This design comes from an exercise in tuning for small area, a short achievable clock period and few clock cycles per item on the open sky130 flow, not from production work.
Where RTL was checked, it was by simulation tests only, not by an equivalence proof against the original.
Power figures rest on the tool's default switching activity, not on a simulated workload. The flow treats the clock pin as an ideal source, which a real chip does not have.

== old ==
==> module delta_cep_window_calc, before the edit <==
module delta_cep_window_calc #(
    parameter int DATA_WIDTH = mfcc_delta_pkg::CEP_DATA_WIDTH,
    parameter int NUM_CEP    = mfcc_delta_pkg::NUM_CEP,
    parameter int IDX_WIDTH  = 7,
    parameter int OUT_WIDTH  = DATA_WIDTH + 3
) (
    input  logic                  clk,
    input  logic                  rst_n,
    input  logic                  clear,
    input  logic                  cep_in_valid,
    input  logic [DATA_WIDTH-1:0] cep_in_data,
    output logic                  cep_in_ready,
    output logic                  delta_valid,
    output logic [OUT_WIDTH-1:0]  delta_data,
    output logic [IDX_WIDTH-1:0]  delta_idx,
    output logic                  delta_frame_end
);
    localparam int RING = 2 * NUM_CEP;           
    localparam int SW   = $clog2(RING);
    localparam int KW   = $clog2(NUM_CEP);
    localparam logic [SW-1:0] SLOT   = SW'(RING - 2);    
    localparam logic [KW-1:0] K_LAST = KW'(NUM_CEP - 1);
    logic [DATA_WIDTH-1:0] p_q [RING];
    logic [DATA_WIDTH-1:0] q_q [RING];
    logic [DATA_WIDTH-1:0] in_data_q;
    logic                  ins_q;               
    logic                  ready_q;
    logic [SW-1:0]         slot_q, slot_d;      
    logic                  xfer;
    logic [KW-1:0]         k_q;                 
    logic [2:0]            frames_q;            
    logic                  ins;
    logic                  delta_valid_q;
    logic [OUT_WIDTH-1:0]  delta_data_q;
    logic [KW-1:0]         delta_idx_q;
    logic                  delta_frame_end_q;
    assign xfer = cep_in_valid & ready_q & ~clear;
    assign slot_d = xfer ? slot_q : ((slot_q == SW'(RING - 1)) ? '0 : slot_q + SW'(1));
    always_ff @(posedge clk or negedge rst_n) begin
        if (!rst_n) begin
            slot_q  <= SLOT - SW'(1);
            ready_q <= 1'b0;
            ins_q   <= 1'b0;
        end else begin
            slot_q  <= slot_d;
            ready_q <= (slot_d == SLOT);
            ins_q   <= xfer;
        end
    end
    always_ff @(posedge clk) begin
        in_data_q <= cep_in_data;
    end
    always_ff @(posedge clk) begin
        p_q[0] <= ins_q ? in_data_q   : p_q[RING-1];
        q_q[0] <= ins_q ? p_q[RING-1] : q_q[RING-1];
        for (int r = 1; r < RING; r++) begin
            p_q[r] <= p_q[r-1];
            q_q[r] <= q_q[r-1];
        end
    end
    logic [DATA_WIDTH-1:0] c_p1, c_m1, c_m2;
    logic [OUT_WIDTH-1:0]  op_x, op_y, op_z, op_w;
    logic [OUT_WIDTH-1:0]  s1, c1, s2, c2;
    assign c_p1 = p_q[NUM_CEP-1];
    assign c_m1 = q_q[NUM_CEP-1];
    assign c_m2 = q_q[RING-1];
    assign op_x = {{(OUT_WIDTH-DATA_WIDTH-1){in_data_q[DATA_WIDTH-1]}}, in_data_q, 1'b1};
    assign op_y = {{(OUT_WIDTH-DATA_WIDTH-1){~c_m2[DATA_WIDTH-1]}}, ~c_m2, 1'b1};
    assign op_z = {{(OUT_WIDTH-DATA_WIDTH){c_p1[DATA_WIDTH-1]}}, c_p1};
    assign op_w = {{(OUT_WIDTH-DATA_WIDTH){~c_m1[DATA_WIDTH-1]}}, ~c_m1};
    assign s1 = op_x ^ op_y ^ op_z;
    assign c1 = {(op_x[OUT_WIDTH-2:0] & op_y[OUT_WIDTH-2:0]) | (op_x[OUT_WIDTH-2:0] & op_z[OUT_WIDTH-2:0])
                 | (op_y[OUT_WIDTH-2:0] & op_z[OUT_WIDTH-2:0]), 1'b1};
    assign s2 = s1 ^ c1 ^ op_w;
    assign c2 = {(s1[OUT_WIDTH-2:0] & c1[OUT_WIDTH-2:0]) | (s1[OUT_WIDTH-2:0] & op_w[OUT_WIDTH-2:0])
                 | (c1[OUT_WIDTH-2:0] & op_w[OUT_WIDTH-2:0]), 1'b0};
    assign ins = ins_q & ~clear;
    always_ff @(posedge clk or negedge rst_n) begin
        if (!rst_n) begin
            k_q           <= '0;
            frames_q      <= '0;
            delta_valid_q <= 1'b0;
        end else begin
            delta_valid_q <= ins & frames_q[2];
            if (clear) begin
                k_q      <= '0;
                frames_q <= '0;
            end else if (ins) begin
                if (k_q == K_LAST) begin
                    k_q <= '0;
                    if (!frames_q[2]) frames_q <= frames_q + 3'd1;
                end else begin
                    k_q <= k_q + KW'(1);
                end
            end
        end
    end
    always_ff @(posedge clk) begin
        delta_data_q      <= s2 + c2;
        delta_idx_q       <= k_q;
        delta_frame_end_q <= (k_q == K_LAST);
    end
    assign cep_in_ready    = ready_q;
    assign delta_valid     = delta_valid_q;
    assign delta_data      = delta_data_q;
    assign delta_idx       = IDX_WIDTH'(delta_idx_q);
    assign delta_frame_end = delta_frame_end_q;
endmodule
export LEC_CHECK = 0
export CAP_MARGIN = 20
export CORE_MARGIN = 2
export CORE_UTILIZATION = 40
export SLEW_MARGIN = 20
create_clock -name core_clock -period 11.0 [get_ports {clk}]
standard.sh (not shown) runs the stock make flow with config.mk's settings and CLKGATE_MAP_FILE= SYNTH_SCRIPT=/design/flow/synth_recipe.tcl, a recipe that flattens the netlist after the stock synthesis.
==> flow/flow/run.sh <==
#!/bin/bash
set -euo pipefail
cd "$(dirname "$0")/.."
export CTS_ARGS="-sink_clustering_enable -repair_clock_nets -dont_use_dummy_load -sink_clustering_size 34 -sink_clustering_max_diameter 90 -buf_list {sky130_fd_sc_hd__clkbuf_8 sky130_fd_sc_hd__clkbuf_16}"
export BUFFER_PORTS_ARGS="-buffer_cell sky130_fd_sc_hd__buf_2"
export SETUP_SLACK_MARGIN=7.8
bash standard.sh > make.log 2>&1
Testbench counts of old, summed over its fixed seeds: cycles 5,016, items 4,576.
Setup changes, old to new
--- a/flow/design.v
+++ b/flow/design.v
@@ -147,11 +147,11 @@
                 end
             end
         end
     end
     always_ff @(posedge clk) begin
-        delta_data_q      <= s2 + c2;
+        delta_data_q      <= op_x + op_y + op_z + op_w + OUT_WIDTH'(1);
         delta_idx_q       <= k_q;
         delta_frame_end_q <= (k_q == K_LAST);
     end
     assign cep_in_ready    = ready_q;
     assign delta_valid     = delta_valid_q;
Findings:
old → new: core utilization saw little to no change, fraction of power consumed by the clock network saw little to no change, sequential portion of the cell area saw little to no change, multi-input logic cell count saw an increase, adder-cell share of the synthesized area saw little to no change.
Re maximum frequency: new is about 3% down on old.
The clock tree cell share of total cell area was comparable across new and old.
Only the layout flow was run in new; the RTL was not checked for function there.

Setup of the reference run:
Another version of the RTL of delta_cep_window_calc (not shown whole).
Size in the first run: about 21,000 um2 of cells after synthesis.
==> module delta_cep_window_calc, before the edit <==
module delta_cep_window_calc #(
    parameter int DATA_WIDTH = mfcc_delta_pkg::CEP_DATA_WIDTH,
    parameter int NUM_CEP    = mfcc_delta_pkg::NUM_CEP,
    parameter int IDX_WIDTH  = 7,
    parameter int OUT_WIDTH  = DATA_WIDTH + 3
) (
    input  logic                  clk,
    input  logic                  rst_n,
    input  logic                  clear,
    input  logic                  cep_in_valid,
    input  logic [DATA_WIDTH-1:0] cep_in_data,
    output logic                  cep_in_ready,
    output logic                  delta_valid,
    output logic [OUT_WIDTH-1:0]  delta_data,
    output logic [IDX_WIDTH-1:0]  delta_idx,
    output logic                  delta_frame_end
);
    localparam int RING = 4 * NUM_CEP;           
    localparam int HALF = RING / 2;              
    localparam int SW   = $clog2(RING);
    localparam int KW   = $clog2(NUM_CEP);
    localparam logic [SW-1:0] SLOT_A = SW'(RING - 2);    
    localparam logic [SW-1:0] SLOT_B = SW'(HALF - 2);    
    logic [DATA_WIDTH-1:0] ring_q [RING];
    logic [DATA_WIDTH-1:0] in_data_q;
    logic                  ins_a_q, ins_b_q;    
    logic                  ready_q;
    logic [SW-1:0]         slot_q, slot_d;      
    logic                  xfer;
    logic [KW-1:0]         k_q;
    logic [2:0]            frames_q;            
    logic                  ins;
    logic signed [OUT_WIDTH-1:0] delta_calc;
    logic                  delta_valid_q;
    logic [OUT_WIDTH-1:0]  delta_data_q;
    logic [KW-1:0]         delta_idx_q;
    logic                  delta_frame_end_q;
    assign xfer = cep_in_valid & ready_q & ~clear;
    assign slot_d = xfer ? slot_q : ((slot_q == SW'(RING - 1)) ? '0 : slot_q + SW'(1));
    always_ff @(posedge clk or negedge rst_n) begin
        if (!rst_n) begin
            slot_q  <= SLOT_A;
            ready_q <= 1'b1;
            ins_a_q <= 1'b0;
            ins_b_q <= 1'b0;
        end else begin
            slot_q  <= slot_d;
            ready_q <= (slot_d == SLOT_A) | (slot_d == SLOT_B);
            ins_a_q <= xfer & (slot_q == SLOT_A);
            ins_b_q <= xfer & (slot_q == SLOT_B);
        end
    end
    always_ff @(posedge clk) begin
        in_data_q <= cep_in_data;
    end
    always_ff @(posedge clk) begin
        for (int p = 0; p < RING; p++) begin
            if (p == 0)
                ring_q[p] <= ins_a_q ? in_data_q : ring_q[RING-1];
            else if (p == HALF)
                ring_q[p] <= ins_b_q ? in_data_q : ring_q[p-1];
            else
                ring_q[p] <= ring_q[p-1];
        end
    end
    logic signed [DATA_WIDTH-1:0] c_p2, c_p1, c_m1, c_m2;
    assign c_p2 = in_data_q;
    assign c_p1 = ins_b_q ? ring_q[HALF + NUM_CEP - 1] : ring_q[NUM_CEP - 1];
    assign c_m1 = ins_b_q ? ring_q[NUM_CEP - 1]        : ring_q[HALF + NUM_CEP - 1];
    assign c_m2 = ins_b_q ? ring_q[HALF - 1]           : ring_q[RING - 1];
    assign delta_calc = (OUT_WIDTH'(c_p1) - OUT_WIDTH'(c_m1))
                      + ((OUT_WIDTH'(c_p2) - OUT_WIDTH'(c_m2)) <<< 1);
    assign ins = (ins_a_q | ins_b_q) & ~clear;
    always_ff @(posedge clk or negedge rst_n) begin
        if (!rst_n) begin
            k_q           <= '0;
            frames_q      <= '0;
            delta_valid_q <= 1'b0;
        end else begin
            delta_valid_q <= ins & frames_q[2];
            if (clear) begin
                k_q      <= '0;
                frames_q <= '0;
            end else if (ins) begin
                if (k_q == KW'(NUM_CEP - 1)) begin
                    k_q <= '0;
                    if (!frames_q[2]) frames_q <= frames_q + 3'd1;
                end else begin
                    k_q <= k_q + KW'(1);
                end
            end
        end
    end
    always_ff @(posedge clk) begin
        delta_data_q      <= delta_calc;
        delta_idx_q       <= k_q;
        delta_frame_end_q <= (k_q == KW'(NUM_CEP - 1));
    end
    assign cep_in_ready    = ready_q;
    assign delta_valid     = delta_valid_q;
    assign delta_data      = delta_data_q;
    assign delta_idx       = IDX_WIDTH'(delta_idx_q);
    assign delta_frame_end = delta_frame_end_q;
endmodule
==> flow/config.mk <==
export PLATFORM = sky130hd
export DESIGN_NAME = delta_cep_window_calc
export DESIGN_NICKNAME = delta_cep_window_calc
export VERILOG_FILES = /design/flow/design.v
export SDC_FILE = /design/flow/constraint.sdc
export NUM_CORES = 4
export LEC_CHECK = 0
export CAP_MARGIN = 20
export CORE_MARGIN = 2
export CORE_UTILIZATION = 40
export SLEW_MARGIN = 20
==> flow/constraint.sdc <==
create_clock -name core_clock -period 11.0 [get_ports {clk}]
set_input_delay 2.2000 -clock core_clock [delete_from_list [all_inputs] [get_ports {clk}]]
set_output_delay 2.2000 -clock core_clock [all_outputs]
set_load 0.01 [all_outputs]
run.sh (not shown) runs the stock make flow with config.mk's settings and CLKGATE_MAP_FILE= SYNTH_SCRIPT=/design/flow/synth_recipe.tcl, a recipe that flattens the netlist after the stock synthesis.
Stock flow here: none of the scripts above is used.
Testbench counts of the reference run, summed over its fixed seeds: cycles 5,008, items 4,576.
For the trial run, these inputs were changed with respect to the reference run:
==> flow/design.v, changed modules only <==
module delta_cep_window_calc #(
    parameter int DATA_WIDTH = mfcc_delta_pkg::CEP_DATA_WIDTH,
    parameter int NUM_CEP    = mfcc_delta_pkg::NUM_CEP,
    parameter int IDX_WIDTH  = 7,
    parameter int OUT_WIDTH  = DATA_WIDTH + 3
) (
    input  logic                  clk,
    input  logic                  rst_n,
    input  logic                  clear,
    input  logic                  cep_in_valid,
    input  logic [DATA_WIDTH-1:0] cep_in_data,
    output logic                  cep_in_ready,
    output logic                  delta_valid,
    output logic [OUT_WIDTH-1:0]  delta_data,
    output logic [IDX_WIDTH-1:0]  delta_idx,
    output logic                  delta_frame_end
);
    localparam int RING = 4 * NUM_CEP;           
    localparam int HALF = RING / 2;              
    localparam int SW   = $clog2(RING);
    localparam int KW   = $clog2(NUM_CEP);
    localparam logic [SW-1:0] SLOT_A = SW'(RING - 2);    
    localparam logic [SW-1:0] SLOT_B = SW'(HALF - 2);    
    localparam logic [KW-1:0] K_LAST = KW'(NUM_CEP - 1);
    logic [DATA_WIDTH-1:0] ring_q [RING];
    logic [DATA_WIDTH-1:0] in_data_q;
    logic                  ins_a_q, ins_b_q;    
    logic                  ready_q;
    logic                  rdy_a_q, rdy_b_q;    
    logic [SW-1:0]         slot_q, slot_d;      
    logic                  xfer;
    logic [KW-1:0]         k_q;                 
    logic [2:0]            frames_q;            
    logic                  ins;
    logic                  delta_valid_q;
    logic [OUT_WIDTH-1:0]  delta_data_q;
    logic                  delta_frame_end_q;
    assign xfer = cep_in_valid & ready_q & ~clear;
    assign slot_d = xfer ? slot_q : ((slot_q == SW'(RING - 1)) ? '0 : slot_q + SW'(1));
    always_ff @(posedge clk or negedge rst_n) begin
        if (!rst_n) begin
            slot_q  <= SLOT_A;
            ready_q <= 1'b1;
            rdy_a_q <= 1'b1;
            rdy_b_q <= 1'b0;
            ins_a_q <= 1'b0;
            ins_b_q <= 1'b0;
        end else begin
            slot_q  <= slot_d;
            ready_q <= (slot_d == SLOT_A) | (slot_d == SLOT_B);
            rdy_a_q <= (slot_d == SLOT_A);
            rdy_b_q <= (slot_d == SLOT_B);
            ins_a_q <= xfer & rdy_a_q;
            ins_b_q <= xfer & rdy_b_q;
        end
    end
    always_ff @(posedge clk) begin
        in_data_q <= cep_in_data;
    end
    always_ff @(posedge clk) begin
        for (int p = 0; p < RING; p++) begin
            if (p == 0)
                ring_q[p] <= ins_a_q ? in_data_q : ring_q[RING-1];
            else if (p == HALF)
                ring_q[p] <= ins_b_q ? in_data_q : ring_q[p-1];
            else
                ring_q[p] <= ring_q[p-1];
        end
    end
    logic [DATA_WIDTH-1:0] c_p1, c_m1, c_m2;
    logic [OUT_WIDTH-1:0]  op_x, op_y, op_z, op_w;
    logic [OUT_WIDTH-1:0]  s1, c1, s2, c2;
    assign c_p1 = ins_b_q ? ring_q[HALF + NUM_CEP - 1] : ring_q[NUM_CEP - 1];
    assign c_m1 = ins_b_q ? ring_q[NUM_CEP - 1]        : ring_q[HALF + NUM_CEP - 1];
    assign c_m2 = ins_b_q ? ring_q[HALF - 1]           : ring_q[RING - 1];
    assign op_x = {{(OUT_WIDTH-DATA_WIDTH-1){in_data_q[DATA_WIDTH-1]}}, in_data_q, 1'b1};
    assign op_y = {{(OUT_WIDTH-DATA_WIDTH-1){~c_m2[DATA_WIDTH-1]}}, ~c_m2, 1'b1};
    assign op_z = {{(OUT_WIDTH-DATA_WIDTH){c_p1[DATA_WIDTH-1]}}, c_p1};
    assign op_w = {{(OUT_WIDTH-DATA_WIDTH){~c_m1[DATA_WIDTH-1]}}, ~c_m1};
    assign s1 = op_x ^ op_y ^ op_z;
    assign c1 = {(op_x[OUT_WIDTH-2:0] & op_y[OUT_WIDTH-2:0]) | (op_x[OUT_WIDTH-2:0] & op_z[OUT_WIDTH-2:0])
                 | (op_y[OUT_WIDTH-2:0] & op_z[OUT_WIDTH-2:0]), 1'b1};
    assign s2 = s1 ^ c1 ^ op_w;
    assign c2 = {(s1[OUT_WIDTH-2:0] & c1[OUT_WIDTH-2:0]) | (s1[OUT_WIDTH-2:0] & op_w[OUT_WIDTH-2:0])
                 | (c1[OUT_WIDTH-2:0] & op_w[OUT_WIDTH-2:0]), 1'b0};
    always_ff @(posedge clk) begin
        delta_data_q <= s2 + c2;
    end
    assign ins = (ins_a_q | ins_b_q) & ~clear;
    always_ff @(posedge clk or negedge rst_n) begin
        if (!rst_n) begin
            k_q               <= K_LAST;
            frames_q          <= '0;
            delta_valid_q     <= 1'b0;
            delta_frame_end_q <= 1'b0;
        end else begin
            delta_valid_q <= ins & frames_q[2];
            if (clear) begin
                k_q               <= K_LAST;
                frames_q          <= '0;
                delta_frame_end_q <= 1'b0;
            end else if (ins) begin
                delta_frame_end_q <= (k_q == K_LAST - KW'(1));
                if (k_q == K_LAST) begin
                    k_q <= '0;
                end else begin
                    k_q <= k_q + KW'(1);
                    if (k_q == K_LAST - KW'(1) && !frames_q[2]) frames_q <= frames_q + 3'd1;
                end
            end
        end
    end
    assign cep_in_ready    = ready_q;
    assign delta_valid     = delta_valid_q;
    assign delta_data      = delta_data_q;
    assign delta_idx       = IDX_WIDTH'(k_q);
    assign delta_frame_end = delta_frame_end_q;
endmodule
Number of instances in the synthesized netlist (the trial run over the reference run): decrease, 104
Max worst setup slack across the reference run and the trial run: the trial run
Comparing the reference run and the trial run, the lower maximum vdd drop was measured on the trial run.
Per the comparison of the trial run with the reference run, count of clock-buffer cells in the layout fell by about 2.5%, final cycle utilization of the critical path saw a decrease.
Comparing the reference run with the trial run, the non-clock buffer area fraction after layout came out essentially unchanged.
The utilization after layout of the reference run and that of the trial run are within noise of each other.
[compare] base=the reference run new=the trial run: number of well-tap cells placed shows a reduction of 8; number of global-route vias before repair down 503; number of fill cells now sits lower.
In the trial run, xor/xnor share of the synthesized area is lower than in the reference run.
In the trial run, global-route wire length before repair is lower than in the reference run.
The trial run against the reference run: compound-cell area share of the yosys netlist -0.93 points; number of design rule violations left after detail routing ~0 delta.
For the trial run, only the layout was checked, not whether the RTL still works.

[what the ideal ports hide]
Ports are ideal in the flow. The routed layouts listed here were re-timed in OpenROAD. Step 1, drivers: a clkbuf_16 drives clk and a buf_2 each remaining input, both assumed. Step 2 adds t to the input delays and takes it off the output delays; t is the mean of the earliest and latest rising clock arrival at the registers after step 1. Input paths then give back, and output paths get back, about the clock's delay inside the block. Slacks: ideal / step 1 / step 2; pairs: ideal / step 1.
run	shift t [ns]	setup WS [ns]	hold WS [ns]	worst setup path after step 2
old	0.643	7.687 / 7.634 / 7.491	0.273 / 0.273 / 0.273	input to register
new	0.625	7.579 / 7.529 / 7.628	0.283 / 0.283 / 0.283	input to register
the reference run	0.662	5.994 / 5.994 / 5.994	0.311 / 0.311 / 0.311	register to register
the trial run	0.640	6.387 / 6.387 / 6.387	0.300 / 0.300 / 0.300	register to register
After both steps setup and hold are still met in every run listed. The setup slack of old, which loses most, moves by -0.053 ns with the drivers and by -0.196 ns with both steps.
